This design comes from an exercise in tuning for small area, a short achievable clock period and few clock cycles per item on the open sky130 flow, not from production work.
At most, simulation tests tie the RTL to the original design; equivalence was not proved.
No functional check of the RTL was part of run 2.

## flow/design.v (module list and top-level ports; edited modules follow where they fit)
// module bfly_fin: 32 lines
// module bfly_pre: 142 lines
// module bfly_mul: 1143 lines
// module bfly_red: 878 lines
// module bfly_reg: 12 lines
// module ntt_butterfly: 58 lines
module ntt_butterfly (
  input  logic        clk,
  input  logic        rst,
  input  logic        in_valid,
  output logic        in_ready,
  input  logic        in_mode,
  input  logic [11:0] in_a,
  input  logic [11:0] in_b,
  input  logic [11:0] in_zeta,
  input  logic [7:0]  in_idx,
  output logic        out_valid,
  input  logic        out_ready,
  output logic [11:0] out_a,
  output logic [11:0] out_b,
  output logic [7:0]  out_idx,
  output logic        busy
);
  // ...
==> flow/flow/run.sh <==
#!/bin/bash
# Standard layout with these changes to how it is made:
#  - port buffers are buf_2 cells instead of the flow's default choice (a
#    slow delay buffer);
#  - timing repair aims for a 6.0 ns critical path (setup margin 8.0 ns
#    against the 14 ns clock), working on the worst 10% of endpoints;
#  - the clock tree is built from clkbuf_8 cells, without the dummy loads
#    clock tree synthesis adds to balance its branches;
#  - after the standard synthesis, invopt4.py picks the polarity of the
#    adder cells (a full adder is self-dual; a half adder is rebuilt as an
#    XOR/XNOR and an AND-type gate when that helps) and of gates that have a
#    complementary twin (AND/NAND, AOI/AO, ...) to drop the inverters Yosys
#    leaves between them; the netlist keeps the same function, registers
#    and ports.
set -euo pipefail
ARGS=("BUFFER_PORTS_ARGS=-buffer_cell sky130_fd_sc_hd__buf_2" SETUP_SLACK_MARGIN=8.0 TNS_END_PERCENT=10 "CTS_ARGS=-sink_clustering_enable -repair_clock_nets -buf_list sky130_fd_sc_hd__clkbuf_8 -dont_use_dummy_load")
R=$PWD/orfs/results/$FLOW_PLATFORM/ntt_butterfly/base
bash standard.sh "${ARGS[@]}" synth > synth.log 2>&1
cp $R/1_2_yosys.v 1_2_yosys_standard.v
python3 flow/invopt4.py 1_2_yosys_standard.v $R/1_2_yosys.v > invopt.log 2>&1
rm -f $R/1_synth.odb $R/1_synth.sdc
bash standard.sh "${ARGS[@]}" finish > standard.log 2>&1
==> flow/standard.sh <==
#!/bin/bash
# synth_recipe.tcl (not shown) runs the flow's synth.tcl, then flattens the netlist and writes it again
# the make line also repeats each setting of config.mk as NAME=value (left out here)
make -C /OpenROAD-flow-scripts/flow DESIGN_CONFIG=/design/flow/config.mk WORK_HOME=/design/flow/orfs CLKGATE_MAP_FILE= SYNTH_SCRIPT=/design/flow/synth_recipe.tcl "${@:-finish}"
==> flow/config.mk <==
export PLATFORM = sky130hd
export DESIGN_NAME = ntt_butterfly
export DESIGN_NICKNAME = ntt_butterfly
export VERILOG_FILES = /design/flow/design.v
export SDC_FILE = /design/flow/constraint.sdc
export NUM_CORES = 4
export LEC_CHECK = 0
export CAP_MARGIN = 20
export CORE_MARGIN = 2
export CORE_UTILIZATION = 40
export SLEW_MARGIN = 20
==> flow/constraint.sdc <==
create_clock -name core_clock -period 14.0 [get_ports {clk}]
set_input_delay 2.8000 -clock core_clock [delete_from_list [all_inputs] [get_ports {clk}]]
set_output_delay 2.8000 -clock core_clock [all_outputs]
set_load 0.01 [all_outputs]
Not shown: flow/flow/invopt4.py
==> impl_metrics.toml, run 1 <==
[final_layout]
mostFrequentLayoutCells = "sky130_fd_sc_hd__nand2_1, sky130_fd_sc_hd__fa_1, sky130_fd_sc_hd__edfxtp_1"
num-multi-input-gates = 938
antenna_cells = 0
postLayoutCoreUtil_pct = 44.7
commonest_non_fill_non_tap_cell_in_the_layout = "sky130_fd_sc_hd__nand2_1"
layout.cell_area.non_filler_um2 = 14100

[die]
design.portCount = 84
tap_cells = 402
num_rows = 65
initial_core_util_pct = 40.6
fp.dieH_um = 183

[routing]
routed-wl-met2_um = 12700
route.detailed.vias_per_inst = 5.01
wl_per_cell_um = 15.6
detail-route-antenna-nets = 0
initialDrtViolationCount = 379
finalWirelength_um = 25800

[sta]
drv_slew = 0
finalHoldViolations = 0
timing.slew.headroom_pct = 43.5
worst-slew-pin-transition_ns = 0.847
timing.fmax_ghz = 0.168
min_period_ns = 5.95
setup_viol_count_final = 0
setup_ws_ns = 8.05

[clocking]
cts_hold_buffers = 0
cts-htree-levels = 4
clk_root_buffer_cell = "sky130_fd_sc_hd__clkbuf_8"

[global_routing]
globalRouteMet3Util_pct = 2.42

[placement]
pre_cts_ws_ns = 7.22
placed_cell_area_um2 = 13600
placed_cells = 1622

[run_status]
status = "no timing/DRC/antenna violations"

[critical_path]
timing.reg2reg.worst_path_depth = 18
critical_path_peak_fanout = 2
timing.critical_path.cells = "buf_2, nor2_1, nor2_1, buf_2"

[synth]
postSynthCellCount = 1170

[job]
max-cap-violations = 0
Testbench counts, summed over its fixed seeds: cycles 16,024, items 16,000.
==> run 2: changes to the inputs <==
--- a/flow/design.v
+++ b/flow/design.v
@@ -1355,18 +1355,18 @@
   logic r_31;
   logic r_32;
   logic r_33;
   logic r_34;
   logic r_35;
   logic r_36;
   logic r_37;
   logic r_38;
-  logic [8:0] r_39;
-  logic ct;
+  logic r_39;
+  logic r_40;
   logic r_41;
   logic r_42;
   logic r_43;
   logic r_44;
   logic r_45;
   logic r_46;
   logic r_47;
   logic r_48;
@@ -1401,18 +1401,18 @@
   logic r_77;
   logic r_78;
   logic r_79;
   logic r_80;
   logic r_81;
   logic r_82;
   logic r_83;
   logic r_84;
-  logic r_85;
-  logic r_86;
+  logic [8:0] r_85;
+  logic ct;
   logic r_87;
   logic r_88;
   logic r_89;
   logic r_90;
   logic r_91;
   logic r_92;
   logic r_93;
   logic r_94;
@@ -1587,17 +1587,17 @@
   logic r_263;
   logic r_264;
   logic r_265;
   logic r_266;
   logic r_267;
   logic r_268;
   logic r_269;
   logic r_270;
-  logic [13:0] r_271;
+  logic r_271;
   logic r_272;
   logic r_273;
   logic r_274;
   logic r_275;
   logic r_276;
   logic r_277;
   logic r_278;
   logic r_279;
@@ -1609,17 +1609,17 @@
   logic r_285;
   logic r_286;
   logic r_287;
   logic r_288;
   logic r_289;
   logic r_290;
   logic r_291;
   logic r_292;
-  logic r_293;
+  logic [13:0] r_293;
   logic r_294;
   logic r_295;
   logic r_296;
   logic r_297;
   logic r_298;
   logic r_299;
   logic r_300;
   logic r_301;
@@ -1750,17 +1750,91 @@
   logic r_426;
   logic r_427;
   logic r_428;
   logic r_429;
   logic r_430;
   logic r_431;
   logic r_432;
   logic r_433;
-  logic [12:0] r_434;
+  logic r_434;
+  logic r_435;
+  logic r_436;
+  logic r_437;
+  logic r_438;
+  logic r_439;
+  logic r_440;
+  logic r_441;
+  logic r_442;
+  logic r_443;
+  logic r_444;
+  logic r_445;
+  logic r_446;
+  logic r_447;
+  logic r_448;
+  logic r_449;
+  logic r_450;
+  logic r_451;
+  logic r_452;
+  logic r_453;
+  logic r_454;
+  logic r_455;
+  logic r_456;
+  logic r_457;
+  logic r_458;
+  logic r_459;
+  logic r_460;
+  logic r_461;
+  logic r_462;
+  logic r_463;
+  logic r_464;
+  logic r_465;
+  logic r_466;
+  logic r_467;
+  logic r_468;
+  logic r_469;
+  logic r_470;
+  logic r_471;
+  logic r_472;
+  logic r_473;
+  logic r_474;
+  logic r_475;
+  logic r_476;
+  logic r_477;
+  logic r_478;
+  logic r_479;
+  logic r_480;
+  logic r_481;
+  logic r_482;
+  logic r_483;
+  logic r_484;
+  logic r_485;
+  logic r_486;
+  logic r_487;
+  logic r_488;
+  logic r_489;
+  logic r_490;
+  logic r_491;
+  logic r_492;
+  logic r_493;
+  logic r_494;
+  logic r_495;
+  logic r_496;
+  logic r_497;
+  logic r_498;
+  logic r_499;
+  logic r_500;
+  logic r_501;
+  logic r_502;
+  logic r_503;
+  logic r_504;
+  logic r_505;
+  logic r_506;
+  logic r_507;
+  logic [12:0] r_508;
   assign r_1 = ~p[8];
   assign r_2 = ~p[9];
   assign r_3 = ~p[10];
   assign r_4 = ~p[11];
   assign r_5 = ~p[12];
   assign r_6 = ~p[13];
   assign r_7 = ~p[14];
   assign r_8 = ~p[15];
@@ -1789,414 +1863,488 @@
   assign r_31 = r_7 ^ r_14 ^ r_15;
   assign r_32 = (r_7 & r_14) | (r_15 & (r_7 ^ r_14));
   assign r_33 = r_8 ^ r_16 ^ r_17;
   assign r_34 = (r_8 & r_16) | (r_17 & (r_8 ^ r_16));
   assign r_35 = p[6] ^ p[5] ^ r_18;
   assign r_36 = (p[6] & p[5]) | (r_18 & (p[6] ^ p[5]));
   assign r_37 = p[7] ^ p[6];
   assign r_38 = p[7] & p[6];
-  assign r_39 = {1'b0, r_32, r_30, r_28, r_26, r_24, r_22, r_20, r_19} + {1'b0, r_33, r_31, r_29, r_27, r_25, r_23, r_21, 1'b1};
+  assign r_39 = r_20 & r_21;
+  assign r_40 = r_22 & r_23;
+  assign r_41 = r_24 & r_25;
+  assign r_42 = r_26 & r_27;
+  assign r_43 = r_28 & r_29;
+  assign r_44 = r_30 & r_31;
+  assign r_45 = r_32 & r_33;
+  assign r_46 = ~r_19;
+  assign r_47 = r_20 ^ r_21;
+  assign r_48 = r_22 ^ r_23;
+  assign r_49 = r_24 ^ r_25;
+  assign r_50 = r_26 ^ r_27;
+  assign r_51 = r_28 ^ r_29;
+  assign r_52 = r_30 ^ r_31;
+  assign r_53 = r_32 ^ r_33;
+  assign r_54 = r_39 | (r_47 & r_19);
+  assign r_55 = r_47 & r_46;
+  assign r_56 = r_41 | (r_49 & r_40);
+  assign r_57 = r_49 & r_48;
+  assign r_58 = r_43 | (r_51 & r_42);
+  assign r_59 = r_51 & r_50;
+  assign r_60 = r_45 | (r_53 & r_44);
+  assign r_61 = r_53 & r_52;
+  assign r_62 = r_40 | (r_48 & r_54);
+  assign r_63 = r_48 & r_55;
+  assign r_64 = r_56 | (r_57 & r_54);
+  assign r_65 = r_57 & r_55;
+  assign r_66 = r_44 | (r_52 & r_58);
+  assign r_67 = r_52 & r_59;
+  assign r_68 = r_60 | (r_61 & r_58);
+  assign r_69 = r_61 & r_59;
+  assign r_70 = r_42 | (r_50 & r_64);
+  assign r_71 = r_50 & r_65;
+  assign r_72 = r_58 | (r_59 & r_64);
+  assign r_73 = r_59 & r_65;
+  assign r_74 = r_66 | (r_67 & r_64);
+  assign r_75 = r_67 & r_65;
+  assign r_76 = r_68 | (r_69 & r_64);
+  assign r_77 = r_69 & r_65;
+  assign r_78 = r_47 ^ r_19;
+  assign r_79 = r_48 ^ r_54;
+  assign r_80 = r_49 ^ r_62;
+  assign r_81 = r_50 ^ r_64;
+  assign r_82 = r_51 ^ r_70;
+  assign r_83 = r_52 ^ r_72;
+  assign r_84 = r_53 ^ r_74;
+  assign r_85 = {r_76, r_84, r_83, r_82, r_81, r_80, r_79, r_78, r_46};
   assign ct = ~mode;
-  assign r_41 = r_39[0] & ct;
-  assign r_42 = r_39[1] & ct;
-  assign r_43 = r_39[2] & ct;
-  assign r_44 = r_39[3] & ct;
-  assign r_45 = r_39[4] & ct;
-  assign r_46 = r_39[5] & ct;
-  assign r_47 = r_39[6] & ct;
-  assign r_48 = r_39[7] & ct;
-  assign r_49 = r_34 & ct;
-  assign r_50 = r_36 & ct;
-  assign r_51 = p[7] & ct;
-  assign r_52 = r_35 & ct;
-  assign r_53 = r_37 & ct;
-  assign r_54 = r_38 & ct;
-  assign r_55 = r_39[8] & ct;
-  assign r_56 = p[16] & ct;
-  assign r_57 = p[17] & ct;
-  assign r_58 = p[18] & ct;
-  assign r_59 = p[19] & ct;
-  assign r_60 = p[20] & ct;
-  assign r_61 = p[21] & ct;
-  assign r_62 = p[22] & ct;
-  assign r_63 = p[23] & ct;
-  assign r_64 = p[24] & ct;
-  assign r_65 = ~r_34;
-  assign r_66 = ~r_36;
-  assign r_67 = ~p[7];
-  assign r_68 = ~r_35;
-  assign r_69 = ~r_37;
-  assign r_70 = ~r_38;
-  assign r_71 = ~r_39[8];
-  assign r_72 = p[16] ^ r_65;
-  assign r_73 = p[16] & r_65;
-  assign r_74 = ~(p[17] ^ r_66);
-  assign r_75 = p[17] | r_66;
-  assign r_76 = p[18] ^ r_67 ^ r_70;
-  assign r_77 = (p[18] & r_67) | (r_70 & (p[18] ^ r_67));
-  assign r_78 = p[19] ^ r_39[3];
-  assign r_79 = p[19] & r_39[3];
-  assign r_80 = ~(p[20] ^ r_39[4]);
-  assign r_81 = p[20] | r_39[4];
-  assign r_82 = ~(p[21] ^ r_39[5]);
-  assign r_83 = p[21] | r_39[5];
-  assign r_84 = ~(p[22] ^ r_39[6]);
-  assign r_85 = p[22] | r_39[6];
-  assign r_86 = ~(p[23] ^ r_39[7]);
-  assign r_87 = p[23] | r_39[7];
-  assign r_88 = ~p[24];
-  assign r_89 = r_68 ^ r_39[0];
-  assign r_90 = r_68 & r_39[0];
-  assign r_91 = r_69 ^ r_39[1] ^ r_73;
-  assign r_92 = (r_69 & r_39[1]) | (r_73 & (r_69 ^ r_39[1]));
-  assign r_93 = r_39[2] ^ r_39[0] ^ r_75;
-  assign r_94 = (r_39[2] & r_39[0]) | (r_75 & (r_39[2] ^ r_39[0]));
-  assign r_95 = r_39[1] ^ r_39[0] ^ r_77;
-  assign r_96 = (r_39[1] & r_39[0]) | (r_77 & (r_39[1] ^ r_39[0]));
-  assign r_97 = r_39[2] ^ r_39[1] ^ r_79;
-  assign r_98 = (r_39[2] & r_39[1]) | (r_79 & (r_39[2] ^ r_39[1]));
-  assign r_99 = r_39[3] ^ r_39[2] ^ r_81;
-  assign r_100 = (r_39[3] & r_39[2]) | (r_81 & (r_39[3] ^ r_39[2]));
-  assign r_101 = r_39[4] ^ r_39[3] ^ r_83;
-  assign r_102 = (r_39[4] & r_39[3]) | (r_83 & (r_39[4] ^ r_39[3]));
-  assign r_103 = r_39[5] ^ r_39[4] ^ r_85;
-  assign r_104 = (r_39[5] & r_39[4]) | (r_85 & (r_39[5] ^ r_39[4]));
-  assign r_105 = r_88 ^ r_39[6] ^ r_39[5];
-  assign r_106 = (r_88 & r_39[6]) | (r_39[5] & (r_88 ^ r_39[6]));
-  assign r_107 = ~(p[24] ^ r_39[7]);
-  assign r_108 = p[24] | r_39[7];
-  assign r_109 = r_72 ^ r_71;
-  assign r_110 = r_72 & r_71;
-  assign r_111 = r_74 ^ r_90 ^ r_91;
-  assign r_112 = (r_74 & r_90) | (r_91 & (r_74 ^ r_90));
-  assign r_113 = r_76 ^ r_92 ^ r_93;
-  assign r_114 = (r_76 & r_92) | (r_93 & (r_76 ^ r_92));
-  assign r_115 = r_78 ^ r_94 ^ r_95;
-  assign r_116 = (r_78 & r_94) | (r_95 & (r_78 ^ r_94));
-  assign r_117 = r_80 ^ r_96 ^ r_97;
-  assign r_118 = (r_80 & r_96) | (r_97 & (r_80 ^ r_96));
-  assign r_119 = r_82 ^ r_98 ^ r_99;
-  assign r_120 = (r_82 & r_98) | (r_99 & (r_82 ^ r_98));
-  assign r_121 = r_84 ^ r_100 ^ r_101;
-  assign r_122 = (r_84 & r_100) | (r_101 & (r_84 ^ r_100));
-  assign r_123 = r_86 ^ r_102 ^ r_103;
-  assign r_124 = (r_86 & r_102) | (r_103 & (r_86 ^ r_102));
-  assign r_125 = r_87 ^ r_105 ^ r_104;
-  assign r_126 = (r_87 & r_105) | (r_104 & (r_87 ^ r_105));
-  assign r_127 = r_39[6] ^ r_106 ^ r_107;
-  assign r_128 = (r_39[6] & r_106) | (r_107 & (r_39[6] ^ r_106));
-  assign r_129 = ~(r_39[7] ^ r_108);
-  assign r_130 = r_39[7] | r_108;
-  assign r_131 = r_89 & ct;
-  assign r_132 = r_110 & ct;
-  assign r_133 = r_112 & ct;
-  assign r_134 = r_114 & ct;
-  assign r_135 = r_116 & ct;
-  assign r_136 = r_118 & ct;
-  assign r_137 = r_120 & ct;
-  assign r_138 = r_122 & ct;
-  assign r_139 = r_124 & ct;
-  assign r_140 = r_126 & ct;
-  assign r_141 = r_128 & ct;
-  assign r_142 = r_109 & ct;
-  assign r_143 = r_111 & ct;
-  assign r_144 = r_113 & ct;
-  assign r_145 = r_115 & ct;
-  assign r_146 = r_117 & ct;
-  assign r_147 = r_119 & ct;
-  assign r_148 = r_121 & ct;
-  assign r_149 = r_123 & ct;
-  assign r_150 = r_125 & ct;
-  assign r_151 = r_127 & ct;
-  assign r_152 = r_129 & ct;
-  assign r_153 = r_130 & ct;
-  assign r_154 = xa[0] ^ r_131;
-  assign r_155 = xa[0] & r_131;
-  assign r_156 = xa[1] ^ r_132 ^ r_143;
-  assign r_157 = (xa[1] & r_132) | (r_143 & (xa[1] ^ r_132));
-  assign r_158 = xa[2] ^ r_133 ^ r_144;
-  assign r_159 = (xa[2] & r_133) | (r_144 & (xa[2] ^ r_133));
-  assign r_160 = xa[3] ^ r_134 ^ r_145;
-  assign r_161 = (xa[3] & r_134) | (r_145 & (xa[3] ^ r_134));
-  assign r_162 = xa[4] ^ r_135 ^ r_146;
-  assign r_163 = (xa[4] & r_135) | (r_146 & (xa[4] ^ r_135));
-  assign r_164 = xa[5] ^ r_136 ^ r_147;
-  assign r_165 = (xa[5] & r_136) | (r_147 & (xa[5] ^ r_136));
-  assign r_166 = xa[6] ^ r_137 ^ r_148;
-  assign r_167 = (xa[6] & r_137) | (r_148 & (xa[6] ^ r_137));
-  assign r_168 = xa[7] ^ r_138 ^ r_149;
-  assign r_169 = (xa[7] & r_138) | (r_149 & (xa[7] ^ r_138));
-  assign r_170 = xa[8] ^ r_139 ^ r_150;
-  assign r_171 = (xa[8] & r_139) | (r_150 & (xa[8] ^ r_139));
-  assign r_172 = xa[9] ^ r_140 ^ r_151;
-  assign r_173 = (xa[9] & r_140) | (r_151 & (xa[9] ^ r_140));
-  assign r_174 = xa[10] ^ r_141 ^ r_152;
-  assign r_175 = (xa[10] & r_141) | (r_152 & (xa[10] ^ r_141));
-  assign r_176 = xa[11] ^ ct ^ r_153;
-  assign r_177 = (xa[11] & ct) | (r_153 & (xa[11] ^ ct));
-  assign r_178 = xa[12] ^ ct;
-  assign r_179 = xa[12] & ct;
-  assign r_180 = r_142 & r_154;
-  assign r_181 = r_155 & r_156;
-  assign r_182 = r_157 & r_158;
-  assign r_183 = r_159 & r_160;
-  assign r_184 = r_161 & r_162;
-  assign r_185 = r_163 & r_164;
-  assign r_186 = r_165 & r_166;
-  assign r_187 = r_167 & r_168;
-  assign r_188 = r_169 & r_170;
-  assign r_189 = r_171 & r_172;
-  assign r_190 = r_173 & r_174;
-  assign r_191 = r_175 & r_176;
-  assign r_192 = r_177 & r_178;
-  assign r_193 = ct & r_179;
-  assign r_194 = r_142 ^ r_154;
-  assign r_195 = r_155 ^ r_156;
-  assign r_196 = r_157 ^ r_158;
-  assign r_197 = r_159 ^ r_160;
-  assign r_198 = r_161 ^ r_162;
-  assign r_199 = r_163 ^ r_164;
-  assign r_200 = r_165 ^ r_166;
-  assign r_201 = r_167 ^ r_168;
-  assign r_202 = r_169 ^ r_170;
-  assign r_203 = r_171 ^ r_172;
-  assign r_204 = r_173 ^ r_174;
-  assign r_205 = r_175 ^ r_176;
-  assign r_206 = r_177 ^ r_178;
-  assign r_207 = ct ^ r_179;
-  assign r_208 = r_181 | (r_195 & r_180);
-  assign r_209 = r_195 & r_194;
-  assign r_210 = r_183 | (r_197 & r_182);
-  assign r_211 = r_197 & r_196;
-  assign r_212 = r_185 | (r_199 & r_184);
-  assign r_213 = r_199 & r_198;
-  assign r_214 = r_187 | (r_201 & r_186);
-  assign r_215 = r_201 & r_200;
-  assign r_216 = r_189 | (r_203 & r_188);
-  assign r_217 = r_203 & r_202;
-  assign r_218 = r_191 | (r_205 & r_190);
-  assign r_219 = r_205 & r_204;
-  assign r_220 = r_193 | (r_207 & r_192);
-  assign r_221 = r_207 & r_206;
-  assign r_222 = r_182 | (r_196 & r_208);
-  assign r_223 = r_196 & r_209;
-  assign r_224 = r_210 | (r_211 & r_208);
-  assign r_225 = r_211 & r_209;
-  assign r_226 = r_186 | (r_200 & r_212);
-  assign r_227 = r_200 & r_213;
-  assign r_228 = r_214 | (r_215 & r_212);
-  assign r_229 = r_215 & r_213;
-  assign r_230 = r_190 | (r_204 & r_216);
-  assign r_231 = r_204 & r_217;
-  assign r_232 = r_218 | (r_219 & r_216);
-  assign r_233 = r_219 & r_217;
-  assign r_234 = r_184 | (r_198 & r_224);
-  assign r_235 = r_198 & r_225;
-  assign r_236 = r_212 | (r_213 & r_224);
-  assign r_237 = r_213 & r_225;
-  assign r_238 = r_226 | (r_227 & r_224);
-  assign r_239 = r_227 & r_225;
-  assign r_240 = r_228 | (r_229 & r_224);
-  assign r_241 = r_229 & r_225;
-  assign r_242 = r_192 | (r_206 & r_232);
-  assign r_243 = r_206 & r_233;
-  assign r_244 = r_220 | (r_221 & r_232);
-  assign r_245 = r_221 & r_233;
-  assign r_246 = r_188 | (r_202 & r_240);
-  assign r_247 = r_202 & r_241;
-  assign r_248 = r_216 | (r_217 & r_240);
-  assign r_249 = r_217 & r_241;
-  assign r_250 = r_230 | (r_231 & r_240);
-  assign r_251 = r_231 & r_241;
-  assign r_252 = r_232 | (r_233 & r_240);
-  assign r_253 = r_233 & r_241;
-  assign r_254 = r_242 | (r_243 & r_240);
-  assign r_255 = r_243 & r_241;
-  assign r_256 = r_244 | (r_245 & r_240);
-  assign r_257 = r_245 & r_241;
-  assign r_258 = r_195 ^ r_180;
-  assign r_259 = r_196 ^ r_208;
-  assign r_260 = r_197 ^ r_222;
-  assign r_261 = r_198 ^ r_224;
-  assign r_262 = r_199 ^ r_234;
-  assign r_263 = r_200 ^ r_236;
-  assign r_264 = r_201 ^ r_238;
-  assign r_265 = r_202 ^ r_240;
-  assign r_266 = r_203 ^ r_246;
-  assign r_267 = r_204 ^ r_248;
-  assign r_268 = r_205 ^ r_250;
-  assign r_269 = r_206 ^ r_252;
-  assign r_270 = r_207 ^ r_254;
-  assign r_271 = {r_270, r_269, r_268, r_267, r_266, r_265, r_264, r_263, r_262, r_261, r_260, r_259, r_258, r_194};
-  assign sa = r_271;
-  assign r_272 = xa[0] & ct;
-  assign r_273 = xa[1] & ct;
-  assign r_274 = xa[2] & ct;
-  assign r_275 = xa[3] & ct;
-  assign r_276 = xa[4] & ct;
-  assign r_277 = xa[5] & ct;
-  assign r_278 = xa[6] & ct;
-  assign r_279 = xa[7] & ct;
-  assign r_280 = xa[8] & ct;
-  assign r_281 = xa[9] & ct;
-  assign r_282 = xa[10] & ct;
-  assign r_283 = xa[11] & ct;
-  assign r_284 = xa[12] & ct;
-  assign r_285 = ~r_89;
-  assign r_286 = ~r_110;
-  assign r_287 = ~r_112;
-  assign r_288 = ~r_114;
-  assign r_289 = ~r_116;
-  assign r_290 = ~r_118;
-  assign r_291 = ~r_120;
-  assign r_292 = ~r_122;
-  assign r_293 = ~r_124;
-  assign r_294 = ~r_126;
-  assign r_295 = ~r_128;
-  assign r_296 = ~r_109;
-  assign r_297 = ~r_111;
-  assign r_298 = ~r_113;
-  assign r_299 = ~r_115;
-  assign r_300 = ~r_117;
-  assign r_301 = ~r_119;
-  assign r_302 = ~r_121;
-  assign r_303 = ~r_123;
-  assign r_304 = ~r_125;
-  assign r_305 = ~r_127;
-  assign r_306 = ~r_129;
-  assign r_307 = ~r_130;
-  assign r_308 = ~r_273;
-  assign r_309 = r_274 ^ r_287;
-  assign r_310 = r_274 & r_287;
-  assign r_311 = r_275 ^ r_288;
-  assign r_312 = r_275 & r_288;
-  assign r_313 = r_276 ^ r_289;
-  assign r_314 = r_276 & r_289;
-  assign r_315 = r_277 ^ r_290;
-  assign r_316 = r_277 & r_290;
-  assign r_317 = r_278 ^ r_291;
-  assign r_318 = r_278 & r_291;
-  assign r_319 = r_279 ^ r_292;
-  assign r_320 = r_279 & r_292;
-  assign r_321 = r_280 ^ r_293;
-  assign r_322 = r_280 & r_293;
-  assign r_323 = r_281 ^ r_294;
-  assign r_324 = r_281 & r_294;
-  assign r_325 = r_282 ^ r_295;
-  assign r_326 = r_282 & r_295;
-  assign r_327 = r_272 ^ r_285;
-  assign r_328 = r_272 & r_285;
-  assign r_329 = r_286 ^ r_297 ^ r_308;
-  assign r_330 = (r_286 & r_297) | (r_308 & (r_286 ^ r_297));
-  assign r_331 = r_298 ^ r_273 ^ r_309;
-  assign r_332 = (r_298 & r_273) | (r_309 & (r_298 ^ r_273));
-  assign r_333 = r_299 ^ r_310 ^ r_311;
-  assign r_334 = (r_299 & r_310) | (r_311 & (r_299 ^ r_310));
-  assign r_335 = r_300 ^ r_312 ^ r_313;
-  assign r_336 = (r_300 & r_312) | (r_313 & (r_300 ^ r_312));
-  assign r_337 = r_301 ^ r_314 ^ r_315;
-  assign r_338 = (r_301 & r_314) | (r_315 & (r_301 ^ r_314));
-  assign r_339 = r_302 ^ r_316 ^ r_317;
-  assign r_340 = (r_302 & r_316) | (r_317 & (r_302 ^ r_316));
-  assign r_341 = r_303 ^ r_318 ^ r_319;
-  assign r_342 = (r_303 & r_318) | (r_319 & (r_303 ^ r_318));
-  assign r_343 = r_304 ^ r_320 ^ r_321;
-  assign r_344 = (r_304 & r_320) | (r_321 & (r_304 ^ r_320));
-  assign r_345 = r_305 ^ r_322 ^ r_323;
-  assign r_346 = (r_305 & r_322) | (r_323 & (r_305 ^ r_322));
-  assign r_347 = r_306 ^ r_324 ^ r_325;
-  assign r_348 = (r_306 & r_324) | (r_325 & (r_306 ^ r_324));
-  assign r_349 = r_283 ^ r_307 ^ r_326;
-  assign r_350 = (r_283 & r_307) | (r_326 & (r_283 ^ r_307));
-  assign r_351 = ~r_284;
-  assign r_352 = r_296 & r_327;
-  assign r_353 = r_328 & r_329;
-  assign r_354 = r_330 & r_331;
-  assign r_355 = r_332 & r_333;
-  assign r_356 = r_334 & r_335;
-  assign r_357 = r_336 & r_337;
-  assign r_358 = r_338 & r_339;
-  assign r_359 = r_340 & r_341;
-  assign r_360 = r_342 & r_343;
-  assign r_361 = r_344 & r_345;
-  assign r_362 = r_346 & r_347;
-  assign r_363 = r_348 & r_349;
-  assign r_364 = r_350 & r_351;
-  assign r_365 = r_296 ^ r_327;
-  assign r_366 = r_328 ^ r_329;
-  assign r_367 = r_330 ^ r_331;
-  assign r_368 = r_332 ^ r_333;
-  assign r_369 = r_334 ^ r_335;
-  assign r_370 = r_336 ^ r_337;
-  assign r_371 = r_338 ^ r_339;
-  assign r_372 = r_340 ^ r_341;
-  assign r_373 = r_342 ^ r_343;
-  assign r_374 = r_344 ^ r_345;
-  assign r_375 = r_346 ^ r_347;
-  assign r_376 = r_348 ^ r_349;
-  assign r_377 = r_350 ^ r_351;
-  assign r_378 = r_353 | (r_366 & r_352);
-  assign r_379 = r_366 & r_365;
-  assign r_380 = r_355 | (r_368 & r_354);
-  assign r_381 = r_368 & r_367;
-  assign r_382 = r_357 | (r_370 & r_356);
-  assign r_383 = r_370 & r_369;
-  assign r_384 = r_359 | (r_372 & r_358);
-  assign r_385 = r_372 & r_371;
-  assign r_386 = r_361 | (r_374 & r_360);
-  assign r_387 = r_374 & r_373;
-  assign r_388 = r_363 | (r_376 & r_362);
-  assign r_389 = r_376 & r_375;
-  assign r_390 = r_354 | (r_367 & r_378);
-  assign r_391 = r_367 & r_379;
-  assign r_392 = r_380 | (r_381 & r_378);
-  assign r_393 = r_381 & r_379;
-  assign r_394 = r_358 | (r_371 & r_382);
-  assign r_395 = r_371 & r_383;
-  assign r_396 = r_384 | (r_385 & r_382);
-  assign r_397 = r_385 & r_383;
-  assign r_398 = r_362 | (r_375 & r_386);
-  assign r_399 = r_375 & r_387;
-  assign r_400 = r_388 | (r_389 & r_386);
-  assign r_401 = r_389 & r_387;
-  assign r_402 = r_356 | (r_369 & r_392);
-  assign r_403 = r_369 & r_393;
-  assign r_404 = r_382 | (r_383 & r_392);
-  assign r_405 = r_383 & r_393;
-  assign r_406 = r_394 | (r_395 & r_392);
-  assign r_407 = r_395 & r_393;
-  assign r_408 = r_396 | (r_397 & r_392);
-  assign r_409 = r_397 & r_393;
-  assign r_410 = r_364 | (r_377 & r_400);
-  assign r_411 = r_377 & r_401;
-  assign r_412 = r_360 | (r_373 & r_408);
-  assign r_413 = r_373 & r_409;
-  assign r_414 = r_386 | (r_387 & r_408);
-  assign r_415 = r_387 & r_409;
-  assign r_416 = r_398 | (r_399 & r_408);
-  assign r_417 = r_399 & r_409;
-  assign r_418 = r_400 | (r_401 & r_408);
-  assign r_419 = r_401 & r_409;
-  assign r_420 = r_410 | (r_411 & r_408);
-  assign r_421 = r_411 & r_409;
-  assign r_422 = r_366 ^ r_352;
-  assign r_423 = r_367 ^ r_378;
-  assign r_424 = r_368 ^ r_390;
-  assign r_425 = r_369 ^ r_392;
-  assign r_426 = r_370 ^ r_402;
-  assign r_427 = r_371 ^ r_404;
-  assign r_428 = r_372 ^ r_406;
-  assign r_429 = r_373 ^ r_408;
-  assign r_430 = r_374 ^ r_412;
-  assign r_431 = r_375 ^ r_414;
-  assign r_432 = r_376 ^ r_416;
-  assign r_433 = r_377 ^ r_418;
-  assign r_434 = {r_433, r_432, r_431, r_430, r_429, r_428, r_427, r_426, r_425, r_424, r_423, r_422, r_365};
-  assign sb = r_434;
+  assign r_87 = r_85[0] & ct;
+  assign r_88 = r_85[1] & ct;
+  assign r_89 = r_85[2] & ct;
+  assign r_90 = r_85[3] & ct;
+  assign r_91 = r_85[4] & ct;
+  assign r_92 = r_85[5] & ct;
+  assign r_93 = r_85[6] & ct;
+  assign r_94 = r_85[7] & ct;
+  assign r_95 = r_34 & ct;
+  assign r_96 = r_36 & ct;
+  assign r_97 = p[7] & ct;
+  assign r_98 = r_35 & ct;
+  assign r_99 = r_37 & ct;
+  assign r_100 = r_38 & ct;
+  assign r_101 = r_85[8] & ct;
+  assign r_102 = p[16] & ct;
+  assign r_103 = p[17] & ct;
+  assign r_104 = p[18] & ct;
+  assign r_105 = p[19] & ct;
+  assign r_106 = p[20] & ct;
+  assign r_107 = p[21] & ct;
+  assign r_108 = p[22] & ct;
+  assign r_109 = p[23] & ct;
+  assign r_110 = p[24] & ct;
+  assign r_111 = ~r_95;
+  assign r_112 = ~r_96;
+  assign r_113 = ~r_97;
+  assign r_114 = ~r_98;
+  assign r_115 = ~r_99;
+  assign r_116 = ~r_100;
+  assign r_117 = ~r_101;
+  assign r_118 = xa[0] ^ r_102 ^ ct;
+  assign r_119 = (xa[0] & r_102) | (ct & (xa[0] ^ r_102));
+  assign r_120 = ~(r_118 ^ r_111);
+  assign r_121 = r_118 | r_111;
+  assign r_122 = xa[1] ^ r_103 ^ r_119;
+  assign r_123 = (xa[1] & r_103) | (r_119 & (xa[1] ^ r_103));
+  assign r_124 = r_112 ^ r_115;
+  assign r_125 = r_112 & r_115;
+  assign r_126 = xa[2] ^ r_104 ^ r_113;
+  assign r_127 = (xa[2] & r_104) | (r_113 & (xa[2] ^ r_104));
+  assign r_128 = r_116 ^ r_89 ^ r_87;
+  assign r_129 = (r_116 & r_89) | (r_87 & (r_116 ^ r_89));
+  assign r_130 = xa[3] ^ r_105 ^ r_90;
+  assign r_131 = (xa[3] & r_105) | (r_90 & (xa[3] ^ r_105));
+  assign r_132 = r_88 ^ r_87;
+  assign r_133 = r_88 & r_87;
+  assign r_134 = ~(xa[4] ^ r_106);
+  assign r_135 = xa[4] | r_106;
+  assign r_136 = r_91 ^ r_89 ^ r_88;
+  assign r_137 = (r_91 & r_89) | (r_88 & (r_91 ^ r_89));
+  assign r_138 = ~(xa[5] ^ r_107);
+  assign r_139 = xa[5] | r_107;
+  assign r_140 = r_92 ^ r_90 ^ r_89;
+  assign r_141 = (r_92 & r_90) | (r_89 & (r_92 ^ r_90));
+  assign r_142 = ~(xa[6] ^ r_108);
+  assign r_143 = xa[6] | r_108;
+  assign r_144 = r_93 ^ r_91 ^ r_90;
+  assign r_145 = (r_93 & r_91) | (r_90 & (r_93 ^ r_91));
+  assign r_146 = ~(xa[7] ^ r_109);
+  assign r_147 = xa[7] | r_109;
+  assign r_148 = r_94 ^ r_92 ^ r_91;
+  assign r_149 = (r_94 & r_92) | (r_91 & (r_94 ^ r_92));
+  assign r_150 = ~(xa[8] ^ r_110);
+  assign r_151 = xa[8] | r_110;
+  assign r_152 = r_93 ^ r_92;
+  assign r_153 = r_93 & r_92;
+  assign r_154 = ~(xa[9] ^ r_94);
+  assign r_155 = xa[9] | r_94;
+  assign r_156 = r_114 ^ r_87;
+  assign r_157 = r_114 & r_87;
+  assign r_158 = r_122 ^ r_88 ^ r_124;
+  assign r_159 = (r_122 & r_88) | (r_124 & (r_122 ^ r_88));
+  assign r_160 = r_123 ^ r_125 ^ r_126;
+  assign r_161 = (r_123 & r_125) | (r_126 & (r_123 ^ r_125));
+  assign r_162 = r_127 ^ r_132 ^ r_129;
+  assign r_163 = (r_127 & r_132) | (r_129 & (r_127 ^ r_132));
+  assign r_164 = r_134 ^ r_133 ^ r_131;
+  assign r_165 = (r_134 & r_133) | (r_131 & (r_134 ^ r_133));
+  assign r_166 = r_135 ^ r_138 ^ r_137;
+  assign r_167 = (r_135 & r_138) | (r_137 & (r_135 ^ r_138));
+  assign r_168 = r_139 ^ r_142 ^ r_141;
+  assign r_169 = (r_139 & r_142) | (r_141 & (r_139 ^ r_142));
+  assign r_170 = r_143 ^ r_146 ^ r_145;
+  assign r_171 = (r_143 & r_146) | (r_145 & (r_143 ^ r_146));
+  assign r_172 = r_147 ^ r_150 ^ r_152;
+  assign r_173 = (r_147 & r_150) | (r_152 & (r_147 ^ r_150));
+  assign r_174 = r_151 ^ r_93 ^ r_153;
+  assign r_175 = (r_151 & r_93) | (r_153 & (r_151 ^ r_93));
+  assign r_176 = ~(xa[10] ^ r_94);
+  assign r_177 = xa[10] | r_94;
+  assign r_178 = r_117 ^ r_120;
+  assign r_179 = r_117 & r_120;
+  assign r_180 = r_121 ^ r_157 ^ r_158;
+  assign r_181 = (r_121 & r_157) | (r_158 & (r_121 ^ r_157));
+  assign r_182 = r_128 ^ r_159 ^ r_160;
+  assign r_183 = (r_128 & r_159) | (r_160 & (r_128 ^ r_159));
+  assign r_184 = r_130 ^ r_161 ^ r_162;
+  assign r_185 = (r_130 & r_161) | (r_162 & (r_130 ^ r_161));
+  assign r_186 = r_136 ^ r_163 ^ r_164;
+  assign r_187 = (r_136 & r_163) | (r_164 & (r_136 ^ r_163));
+  assign r_188 = r_140 ^ r_165 ^ r_166;
+  assign r_189 = (r_140 & r_165) | (r_166 & (r_140 ^ r_165));
+  assign r_190 = r_144 ^ r_167 ^ r_168;
+  assign r_191 = (r_144 & r_167) | (r_168 & (r_144 ^ r_167));
+  assign r_192 = r_148 ^ r_169 ^ r_170;
+  assign r_193 = (r_148 & r_169) | (r_170 & (r_148 ^ r_169));
+  assign r_194 = r_149 ^ r_172 ^ r_171;
+  assign r_195 = (r_149 & r_172) | (r_171 & (r_149 ^ r_172));
+  assign r_196 = r_154 ^ r_173 ^ r_174;
+  assign r_197 = (r_154 & r_173) | (r_174 & (r_154 ^ r_173));
+  assign r_198 = r_155 ^ r_176 ^ r_175;
+  assign r_199 = (r_155 & r_176) | (r_175 & (r_155 ^ r_176));
+  assign r_200 = ~(xa[11] ^ r_177);
+  assign r_201 = xa[11] | r_177;
+  assign r_202 = ~xa[12];
+  assign r_203 = r_156 & r_178;
+  assign r_204 = r_179 & r_180;
+  assign r_205 = r_181 & r_182;
+  assign r_206 = r_183 & r_184;
+  assign r_207 = r_185 & r_186;
+  assign r_208 = r_187 & r_188;
+  assign r_209 = r_189 & r_190;
+  assign r_210 = r_191 & r_192;
+  assign r_211 = r_193 & r_194;
+  assign r_212 = r_195 & r_196;
+  assign r_213 = r_197 & r_198;
+  assign r_214 = r_199 & r_200;
+  assign r_215 = r_201 & r_202;
+  assign r_216 = r_156 ^ r_178;
+  assign r_217 = r_179 ^ r_180;
+  assign r_218 = r_181 ^ r_182;
+  assign r_219 = r_183 ^ r_184;
+  assign r_220 = r_185 ^ r_186;
+  assign r_221 = r_187 ^ r_188;
+  assign r_222 = r_189 ^ r_190;
+  assign r_223 = r_191 ^ r_192;
+  assign r_224 = r_193 ^ r_194;
+  assign r_225 = r_195 ^ r_196;
+  assign r_226 = r_197 ^ r_198;
+  assign r_227 = r_199 ^ r_200;
+  assign r_228 = r_201 ^ r_202;
+  assign r_229 = ~xa[12];
+  assign r_230 = r_204 | (r_217 & r_203);
+  assign r_231 = r_217 & r_216;
+  assign r_232 = r_206 | (r_219 & r_205);
+  assign r_233 = r_219 & r_218;
+  assign r_234 = r_208 | (r_221 & r_207);
+  assign r_235 = r_221 & r_220;
+  assign r_236 = r_210 | (r_223 & r_209);
+  assign r_237 = r_223 & r_222;
+  assign r_238 = r_212 | (r_225 & r_211);
+  assign r_239 = r_225 & r_224;
+  assign r_240 = r_214 | (r_227 & r_213);
+  assign r_241 = r_227 & r_226;
+  assign r_242 = xa[12] | (r_229 & r_215);
+  assign r_243 = r_229 & r_228;
+  assign r_244 = r_205 | (r_218 & r_230);
+  assign r_245 = r_218 & r_231;
+  assign r_246 = r_232 | (r_233 & r_230);
+  assign r_247 = r_233 & r_231;
+  assign r_248 = r_209 | (r_222 & r_234);
+  assign r_249 = r_222 & r_235;
+  assign r_250 = r_236 | (r_237 & r_234);
+  assign r_251 = r_237 & r_235;
+  assign r_252 = r_213 | (r_226 & r_238);
+  assign r_253 = r_226 & r_239;
+  assign r_254 = r_240 | (r_241 & r_238);
+  assign r_255 = r_241 & r_239;
+  assign r_256 = r_207 | (r_220 & r_246);
+  assign r_257 = r_220 & r_247;
+  assign r_258 = r_234 | (r_235 & r_246);
+  assign r_259 = r_235 & r_247;
+  assign r_260 = r_248 | (r_249 & r_246);
+  assign r_261 = r_249 & r_247;
+  assign r_262 = r_250 | (r_251 & r_246);
+  assign r_263 = r_251 & r_247;
+  assign r_264 = r_215 | (r_228 & r_254);
+  assign r_265 = r_228 & r_255;
+  assign r_266 = r_242 | (r_243 & r_254);
+  assign r_267 = r_243 & r_255;
+  assign r_268 = r_211 | (r_224 & r_262);
+  assign r_269 = r_224 & r_263;
+  assign r_270 = r_238 | (r_239 & r_262);
+  assign r_271 = r_239 & r_263;
+  assign r_272 = r_252 | (r_253 & r_262);
+  assign r_273 = r_253 & r_263;
+  assign r_274 = r_254 | (r_255 & r_262);
+  assign r_275 = r_255 & r_263;
+  assign r_276 = r_264 | (r_265 & r_262);
+  assign r_277 = r_265 & r_263;
+  assign r_278 = r_266 | (r_267 & r_262);
+  assign r_279 = r_267 & r_263;
+  assign r_280 = r_217 ^ r_203;
+  assign r_281 = r_218 ^ r_230;
+  assign r_282 = r_219 ^ r_244;
+  assign r_283 = r_220 ^ r_246;
+  assign r_284 = r_221 ^ r_256;
+  assign r_285 = r_222 ^ r_258;
+  assign r_286 = r_223 ^ r_260;
+  assign r_287 = r_224 ^ r_262;
+  assign r_288 = r_225 ^ r_268;
+  assign r_289 = r_226 ^ r_270;
+  assign r_290 = r_227 ^ r_272;
+  assign r_291 = r_228 ^ r_274;
+  assign r_292 = r_229 ^ r_276;
+  assign r_293 = {r_292, r_291, r_290, r_289, r_288, r_287, r_286, r_285, r_284, r_283, r_282, r_281, r_280, r_216};
+  assign sa = r_293;
+  assign r_294 = xa[0] & ct;
+  assign r_295 = xa[1] & ct;
+  assign r_296 = xa[2] & ct;
+  assign r_297 = xa[3] & ct;
+  assign r_298 = xa[4] & ct;
+  assign r_299 = xa[5] & ct;
+  assign r_300 = xa[6] & ct;
+  assign r_301 = xa[7] & ct;
+  assign r_302 = xa[8] & ct;
+  assign r_303 = xa[9] & ct;
+  assign r_304 = xa[10] & ct;
+  assign r_305 = xa[11] & ct;
+  assign r_306 = xa[12] & ct;
+  assign r_307 = ~r_85[0];
+  assign r_308 = ~r_85[1];
+  assign r_309 = ~r_85[2];
+  assign r_310 = ~r_85[3];
+  assign r_311 = ~r_85[4];
+  assign r_312 = ~r_85[5];
+  assign r_313 = ~r_85[6];
+  assign r_314 = ~r_85[7];
+  assign r_315 = ~r_85[0];
+  assign r_316 = ~r_85[1];
+  assign r_317 = ~r_85[2];
+  assign r_318 = ~r_85[3];
+  assign r_319 = ~r_85[4];
+  assign r_320 = ~r_85[5];
+  assign r_321 = ~r_85[6];
+  assign r_322 = ~r_85[7];
+  assign r_323 = ~r_85[0];
+  assign r_324 = ~r_85[1];
+  assign r_325 = ~r_85[2];
+  assign r_326 = ~r_85[3];
+  assign r_327 = ~r_85[4];
+  assign r_328 = ~r_85[5];
+  assign r_329 = ~r_85[6];
+  assign r_330 = ~r_85[7];
+  assign r_331 = ~p[16];
+  assign r_332 = ~p[17];
+  assign r_333 = ~p[18];
+  assign r_334 = ~p[19];
+  assign r_335 = ~p[20];
+  assign r_336 = ~p[21];
+  assign r_337 = ~p[22];
+  assign r_338 = ~p[23];
+  assign r_339 = ~p[24];
+  assign r_340 = ~r_294;
+  assign r_341 = ~r_296;
+  assign r_342 = ~r_297;
+  assign r_343 = r_331 ^ r_340 ^ r_34;
+  assign r_344 = (r_331 & r_340) | (r_34 & (r_331 ^ r_340));
+  assign r_345 = r_295 ^ r_332 ^ r_294;
+  assign r_346 = (r_295 & r_332) | (r_294 & (r_295 ^ r_332));
+  assign r_347 = r_36 ^ r_37;
+  assign r_348 = r_36 & r_37;
+  assign r_349 = r_333 ^ r_341 ^ p[7];
+  assign r_350 = (r_333 & r_341) | (p[7] & (r_333 ^ r_341));
+  assign r_351 = r_38 ^ r_309 ^ r_315;
+  assign r_352 = (r_38 & r_309) | (r_315 & (r_38 ^ r_309));
+  assign r_353 = r_334 ^ r_296 ^ r_342;
+  assign r_354 = (r_334 & r_296) | (r_342 & (r_334 ^ r_296));
+  assign r_355 = r_310 ^ r_316 ^ r_323;
+  assign r_356 = (r_310 & r_316) | (r_323 & (r_310 ^ r_316));
+  assign r_357 = r_298 ^ r_335 ^ r_297;
+  assign r_358 = (r_298 & r_335) | (r_297 & (r_298 ^ r_335));
+  assign r_359 = r_311 ^ r_317 ^ r_324;
+  assign r_360 = (r_311 & r_317) | (r_324 & (r_311 ^ r_317));
+  assign r_361 = r_299 ^ r_336 ^ r_312;
+  assign r_362 = (r_299 & r_336) | (r_312 & (r_299 ^ r_336));
+  assign r_363 = r_318 ^ r_325;
+  assign r_364 = r_318 & r_325;
+  assign r_365 = r_300 ^ r_337 ^ r_313;
+  assign r_366 = (r_300 & r_337) | (r_313 & (r_300 ^ r_337));
+  assign r_367 = r_319 ^ r_326;
+  assign r_368 = r_319 & r_326;
+  assign r_369 = r_301 ^ r_338 ^ r_314;
+  assign r_370 = (r_301 & r_338) | (r_314 & (r_301 ^ r_338));
+  assign r_371 = r_320 ^ r_327;
+  assign r_372 = r_320 & r_327;
+  assign r_373 = ~(r_302 ^ r_339);
+  assign r_374 = r_302 | r_339;
+  assign r_375 = r_321 ^ r_328;
+  assign r_376 = r_321 & r_328;
+  assign r_377 = r_303 ^ r_322;
+  assign r_378 = r_303 & r_322;
+  assign r_379 = r_35 ^ r_85[8];
+  assign r_380 = r_35 & r_85[8];
+  assign r_381 = r_345 ^ r_347 ^ r_344;
+  assign r_382 = (r_345 & r_347) | (r_344 & (r_345 ^ r_347));
+  assign r_383 = r_346 ^ r_348 ^ r_349;
+  assign r_384 = (r_346 & r_348) | (r_349 & (r_346 ^ r_348));
+  assign r_385 = r_353 ^ r_350 ^ r_352;
+  assign r_386 = (r_353 & r_350) | (r_352 & (r_353 ^ r_350));
+  assign r_387 = r_354 ^ r_357 ^ r_356;
+  assign r_388 = (r_354 & r_357) | (r_356 & (r_354 ^ r_357));
+  assign r_389 = r_358 ^ r_363 ^ r_360;
+  assign r_390 = (r_358 & r_363) | (r_360 & (r_358 ^ r_363));
+  assign r_391 = r_364 ^ r_367 ^ r_362;
+  assign r_392 = (r_364 & r_367) | (r_362 & (r_364 ^ r_367));
+  assign r_393 = r_368 ^ r_371 ^ r_366;
+  assign r_394 = (r_368 & r_371) | (r_366 & (r_368 ^ r_371));
+  assign r_395 = r_373 ^ r_372 ^ r_375;
+  assign r_396 = (r_373 & r_372) | (r_375 & (r_373 ^ r_372));
+  assign r_397 = r_374 ^ r_329 ^ r_376;
+  assign r_398 = (r_374 & r_329) | (r_376 & (r_374 ^ r_329));
+  assign r_399 = r_304 ^ r_330;
+  assign r_400 = r_304 & r_330;
+  assign r_401 = r_343 ^ r_307;
+  assign r_402 = r_343 & r_307;
+  assign r_403 = r_308 ^ r_380 ^ r_381;
+  assign r_404 = (r_308 & r_380) | (r_381 & (r_308 ^ r_380));
+  assign r_405 = r_382 ^ r_383 ^ r_351;
+  assign r_406 = (r_382 & r_383) | (r_351 & (r_382 ^ r_383));
+  assign r_407 = r_384 ^ r_355 ^ r_385;
+  assign r_408 = (r_384 & r_355) | (r_385 & (r_384 ^ r_355));
+  assign r_409 = r_359 ^ r_386 ^ r_387;
+  assign r_410 = (r_359 & r_386) | (r_387 & (r_359 ^ r_386));
+  assign r_411 = r_361 ^ r_388 ^ r_389;
+  assign r_412 = (r_361 & r_388) | (r_389 & (r_361 ^ r_388));
+  assign r_413 = r_365 ^ r_390 ^ r_391;
+  assign r_414 = (r_365 & r_390) | (r_391 & (r_365 ^ r_390));
+  assign r_415 = r_369 ^ r_392 ^ r_393;
+  assign r_416 = (r_369 & r_392) | (r_393 & (r_369 ^ r_392));
+  assign r_417 = r_370 ^ r_395 ^ r_394;
+  assign r_418 = (r_370 & r_395) | (r_394 & (r_370 ^ r_395));
+  assign r_419 = r_377 ^ r_396 ^ r_397;
+  assign r_420 = (r_377 & r_396) | (r_397 & (r_377 ^ r_396));
+  assign r_421 = r_378 ^ r_399 ^ r_398;
+  assign r_422 = (r_378 & r_399) | (r_398 & (r_378 ^ r_399));
+  assign r_423 = r_305 ^ r_400;
+  assign r_424 = r_305 & r_400;
+  assign r_425 = ~r_306;
+  assign r_426 = r_379 & r_401;
+  assign r_427 = r_402 & r_403;
+  assign r_428 = r_404 & r_405;
+  assign r_429 = r_406 & r_407;
+  assign r_430 = r_408 & r_409;
+  assign r_431 = r_410 & r_411;
+  assign r_432 = r_412 & r_413;
+  assign r_433 = r_414 & r_415;
+  assign r_434 = r_416 & r_417;
+  assign r_435 = r_418 & r_419;
+  assign r_436 = r_420 & r_421;
+  assign r_437 = r_422 & r_423;
+  assign r_438 = r_424 & r_425;
+  assign r_439 = r_379 ^ r_401;
+  assign r_440 = r_402 ^ r_403;
+  assign r_441 = r_404 ^ r_405;
+  assign r_442 = r_406 ^ r_407;
+  assign r_443 = r_408 ^ r_409;
+  assign r_444 = r_410 ^ r_411;
+  assign r_445 = r_412 ^ r_413;
+  assign r_446 = r_414 ^ r_415;
+  assign r_447 = r_416 ^ r_417;
+  assign r_448 = r_418 ^ r_419;
+  assign r_449 = r_420 ^ r_421;
+  assign r_450 = r_422 ^ r_423;
+  assign r_451 = r_424 ^ r_425;
+  assign r_452 = r_427 | (r_440 & r_426);
+  assign r_453 = r_440 & r_439;
+  assign r_454 = r_429 | (r_442 & r_428);
+  assign r_455 = r_442 & r_441;
+  assign r_456 = r_431 | (r_444 & r_430);
+  assign r_457 = r_444 & r_443;
+  assign r_458 = r_433 | (r_446 & r_432);
+  assign r_459 = r_446 & r_445;
+  assign r_460 = r_435 | (r_448 & r_434);
+  assign r_461 = r_448 & r_447;
+  assign r_462 = r_437 | (r_450 & r_436);
+  assign r_463 = r_450 & r_449;
+  assign r_464 = r_428 | (r_441 & r_452);
+  assign r_465 = r_441 & r_453;
+  assign r_466 = r_454 | (r_455 & r_452);
+  assign r_467 = r_455 & r_453;
+  assign r_468 = r_432 | (r_445 & r_456);
+  assign r_469 = r_445 & r_457;
+  assign r_470 = r_458 | (r_459 & r_456);
+  assign r_471 = r_459 & r_457;
+  assign r_472 = r_436 | (r_449 & r_460);
+  assign r_473 = r_449 & r_461;
+  assign r_474 = r_462 | (r_463 & r_460);
+  assign r_475 = r_463 & r_461;
+  assign r_476 = r_430 | (r_443 & r_466);
+  assign r_477 = r_443 & r_467;
+  assign r_478 = r_456 | (r_457 & r_466);
+  assign r_479 = r_457 & r_467;
+  assign r_480 = r_468 | (r_469 & r_466);
+  assign r_481 = r_469 & r_467;
+  assign r_482 = r_470 | (r_471 & r_466);
+  assign r_483 = r_471 & r_467;
+  assign r_484 = r_438 | (r_451 & r_474);
+  assign r_485 = r_451 & r_475;
+  assign r_486 = r_434 | (r_447 & r_482);
+  assign r_487 = r_447 & r_483;
+  assign r_488 = r_460 | (r_461 & r_482);
+  assign r_489 = r_461 & r_483;
+  assign r_490 = r_472 | (r_473 & r_482);
+  assign r_491 = r_473 & r_483;
+  assign r_492 = r_474 | (r_475 & r_482);
+  assign r_493 = r_475 & r_483;
+  assign r_494 = r_484 | (r_485 & r_482);
+  assign r_495 = r_485 & r_483;
+  assign r_496 = r_440 ^ r_426;
+  assign r_497 = r_441 ^ r_452;
+  assign r_498 = r_442 ^ r_464;
+  assign r_499 = r_443 ^ r_466;
+  assign r_500 = r_444 ^ r_476;
+  assign r_501 = r_445 ^ r_478;
+  assign r_502 = r_446 ^ r_480;
+  assign r_503 = r_447 ^ r_482;
+  assign r_504 = r_448 ^ r_486;
+  assign r_505 = r_449 ^ r_488;
+  assign r_506 = r_450 ^ r_490;
+  assign r_507 = r_451 ^ r_492;
+  assign r_508 = {r_507, r_506, r_505, r_504, r_503, r_502, r_501, r_500, r_499, r_498, r_497, r_496, r_439};
+  assign sb = r_508;
 endmodule
 module bfly_reg #(
   parameter int W = 8
 ) (
   input  logic         clk,
   input  logic         en,
   input  logic [W-1:0] d,
   output logic [W-1:0] q
==> flow/flow/run.sh (replaced) <==
#!/bin/bash
# Standard layout with four changes to how it is made:
#  - port buffers are buf_2 cells instead of the flow's default choice (a
#    slow delay buffer);
#  - timing repair aims for a 6.1 ns critical path (setup margin 7.9 ns
#    against the 14 ns clock);
#  - the clock tree is built from clkbuf_8 cells;
#  - after the standard synthesis, invopt4.py picks the polarity of the
#    adder cells (a full adder is self-dual; a half adder is rebuilt as an
#    XOR/XNOR and an AND-type gate when that helps) and of gates that have a
#    complementary twin (AND/NAND, AOI/AO, ...) to drop the inverters Yosys
#    leaves between them; the netlist keeps the same function, registers
#    and ports.
set -euo pipefail
ARGS=("BUFFER_PORTS_ARGS=-buffer_cell sky130_fd_sc_hd__buf_2" SETUP_SLACK_MARGIN=7.9 "CTS_BUF_LIST=sky130_fd_sc_hd__clkbuf_8")
R=$PWD/orfs/results/$FLOW_PLATFORM/ntt_butterfly/base
bash standard.sh "${ARGS[@]}" synth > synth.log 2>&1
cp $R/1_2_yosys.v 1_2_yosys_standard.v
python3 flow/invopt4.py 1_2_yosys_standard.v $R/1_2_yosys.v > invopt.log 2>&1
rm -f $R/1_synth.odb $R/1_synth.sdc
bash standard.sh "${ARGS[@]}" finish > standard.log 2>&1
==> impl_metrics.toml, run 2 <==
[die]
die_w_um = 186
initial_core_util_pct = 40.8
design.portCount = 84
num_rows = 66
core_region_area_um2 = 32600
floorplan.die_area_um2 = 34700
fp.dieH_um = 186

[clocking]
cts-htree-levels = 4
cts_hold_buffers = 0
clock-sinks = 133
clk_root_buffer_cell = "sky130_fd_sc_hd__clkbuf_8"
cts_tree = "built"
tritoncts.num_buffers = 17
worstSkewPairLatency_ns = 0.46
max-clock-path-buffers = 2
clk_pin_slew_ns = 0.09

[routing]
detail-route-antenna-nets = 0
initialDrtViolationCount = 473
finalWirelength_um = 27700
route.detailed.vias_per_inst = 5.05
routed-via-count = 8672
detail_route.drc_violations = 0
detailedRoute.firstPassIterationCount = 5
wl_per_cell_um = 16.1

[worst_hold_path]
worst_hold_stages = 0
hold_class = "reg -> reg"

[placement]
placed_cell_area_um2 = 14200
dp_hpwl_um = 21900
io_buffers = 83
pre_cts_ws_ns = 7.34
placed_cells = 1678
gpl.final_weighted_congestion = 0.848

[global_routing]
gr-total-overflow = 0
grt_usage_pct = 17.0
grt_first_pass_wirelength_um = 47600
vias_in_the_first_global_route = 9528
grt_max_degree = 78
grt_antenna_before_repair = 0

[sta]
grt_setup_unrepaired = "yes"
min_period_ns = 5.95
timing.fmax_ghz = 0.168
setup_ws_ns = 8.05
timing.final.crit_share_pct = 42.5
timing.slew.headroom_pct = 36.3
finalHoldViolations = 0
setup_total_negative_slack_ns = 0
drv_slew = 0
setup_viol_count_final = 0
worst-slew-pin-transition_ns = 0.955
timing.clock.skew_ns = 0.0228

[critical_path]
critical_path_peak_fanout = 2
required_time_reported_for_the_critical_path_endpoint_ns = 11.20
worstSetupEndpointType = "output port"
timing.reg2reg.worst_path_depth = 19
worstPathArrival_ns = 3.15
start_kind = "input pin"
worst-setup-path-type = "in -> out"

[synth]
postSynthCellCount = 1187
synth.avg_cell_area_um2 = 11.2
synthesis.nets = 1502
synth.yosys.warnings = 4
cell_area_after_synthesis_um2 = 13300

[final_layout]
layout.filler_cells = 3059
flow.area_growth_from_synthesis_pct = 10.7
antenna_cells = 0
layout.cells.non_filler = 1717
mostFrequentLayoutCells = "sky130_fd_sc_hd__nand2_1, sky130_fd_sc_hd__fa_1, sky130_fd_sc_hd__edfxtp_1"
multiInputGateArea_um2 = 9110
layout-drive-gt1-share_pct = 12.9
nNetsFinal = 1577
commonest_non_fill_non_tap_cell_in_the_layout = "sky130_fd_sc_hd__nand2_1"
reg_top3 = "u_r1.q (47), u_r2.q (47), u_r3.q (35)"
layout.cell_area.non_filler_um2 = 14700
area.sequential_um2 = 3950

[job]
max-cap-violations = 0

[run_status]
status = "no timing/DRC/antenna violations"
-- run 2: changes by cell type in the layout (fill, tap and decap cells not counted), moves of 7 or more --
cell / delta
sky130_fd_sc_hd__nor2b_1: -20
sky130_fd_sc_hd__nor2_1: -16
sky130_fd_sc_hd__buf_4: -7
sky130_fd_sc_hd__fa_1: +17
sky130_fd_sc_hd__o211ai_1: +7
sky130_fd_sc_hd__o21ai_1: -19
sky130_fd_sc_hd__inv_1: -8
sky130_fd_sc_hd__o21ai_0: +26
sky130_fd_sc_hd__xor2_1: +15
sky130_fd_sc_hd__ha_1: -9
sky130_fd_sc_hd__and2_1: +10
-- run 2: repair_timing --
| item | CTS | global route |
|---|---|---|
| pin swaps | 0 | 2 |
| setup endpoints to repair | 3 | 4 |
| buffers inserted | 0 | 7 |
| gates resized for setup | 2 | 12 |
-- run 2: worst max-delay path, stage by stage --
cell	delay (ns)
sky130_fd_sc_hd__buf_2	0.10
sky130_fd_sc_hd__nor2_1	0.08
sky130_fd_sc_hd__nor2_1	0.04
sky130_fd_sc_hd__buf_2	0.13
-- run 2: metal layers --
| layer | part of all wire, % | up-vias | global-route usage (%) |
|---|---|---|---|
| met3 | 4.0 | 35 | 2.84 |
| li1 | - | 4136 | - |
| met4 | 1.7 | 0 | 4.98 |
| met2 | 48 | 194 | 28.4 |
| met1 | 46 | 4307 | 22.8 |
| met5 | 0 | - | 0 |
-- run 2: final timing paths --
check | start | to | slack, ns
max reg2reg | u_r2.q[9] | u_r3.q[34] | 8.14
max | out_ready | in_ready | 8.05
min | u_r1.q[41] | u_r2.q[41] | 0.42
min reg2reg | u_r1.q[41] | u_r2.q[41] | 0.42
-- run 2: final cells by class --
type | count | share of cell area, %
repair buffers | 91 | 3.27
clock inverters | 15 | 1.24
multi-input cells | 964 | 61.9
flip-flops and latches | 133 | 26.8
clock buffers | 17 | 1.59
inverters | 55 | 1.44
well taps | 442 | 3.76
-- run 2: per-stage QoR --
stage	utilization [%]	hold slack, ns
floorplan	-	0.400
global placement	43.5	0.402
detailed placement	43.5	0.405
CTS	44.8	0.427
global route	45.1	0.437
finish	45.1	0.424

## afterwards: timing with drivers on the ports
No port has a modelled driver above. Below, the same layouts with a new extraction and two added sets of constraints.
Step 1 sets driving cells, clkbuf_16 on the clock port and buf_2 on the other inputs (assumed; they add their load-dependent delay and slew).
Step 2 moves the port delays by t, midway between the first and last clock arrival at a register: inputs arrive t later, outputs are due t later. That takes back most of the time a late clock gives input paths.
Three values: ideal ports, drivers, drivers and shift; two values: the first two.
run | t, ns | setup slack, ns | latest minus earliest clock arrival (ns) | slew at the worst register clock pin (ns) | cell pins on the clock port's net
run 1 | 0.474 | 8.052 / 7.971 / 7.497 | 0.039 / 0.039 | 0.09 / 0.09 | 1
run 2 | 0.493 | 8.049 / 8.029 / 7.599 | 0.023 / 0.023 | 0.11 / 0.11 | 1
After both steps every run listed still meets setup and hold. The setup slack of run 1, which loses most, moves by -0.081 ns with the drivers and by -0.555 ns with both steps.
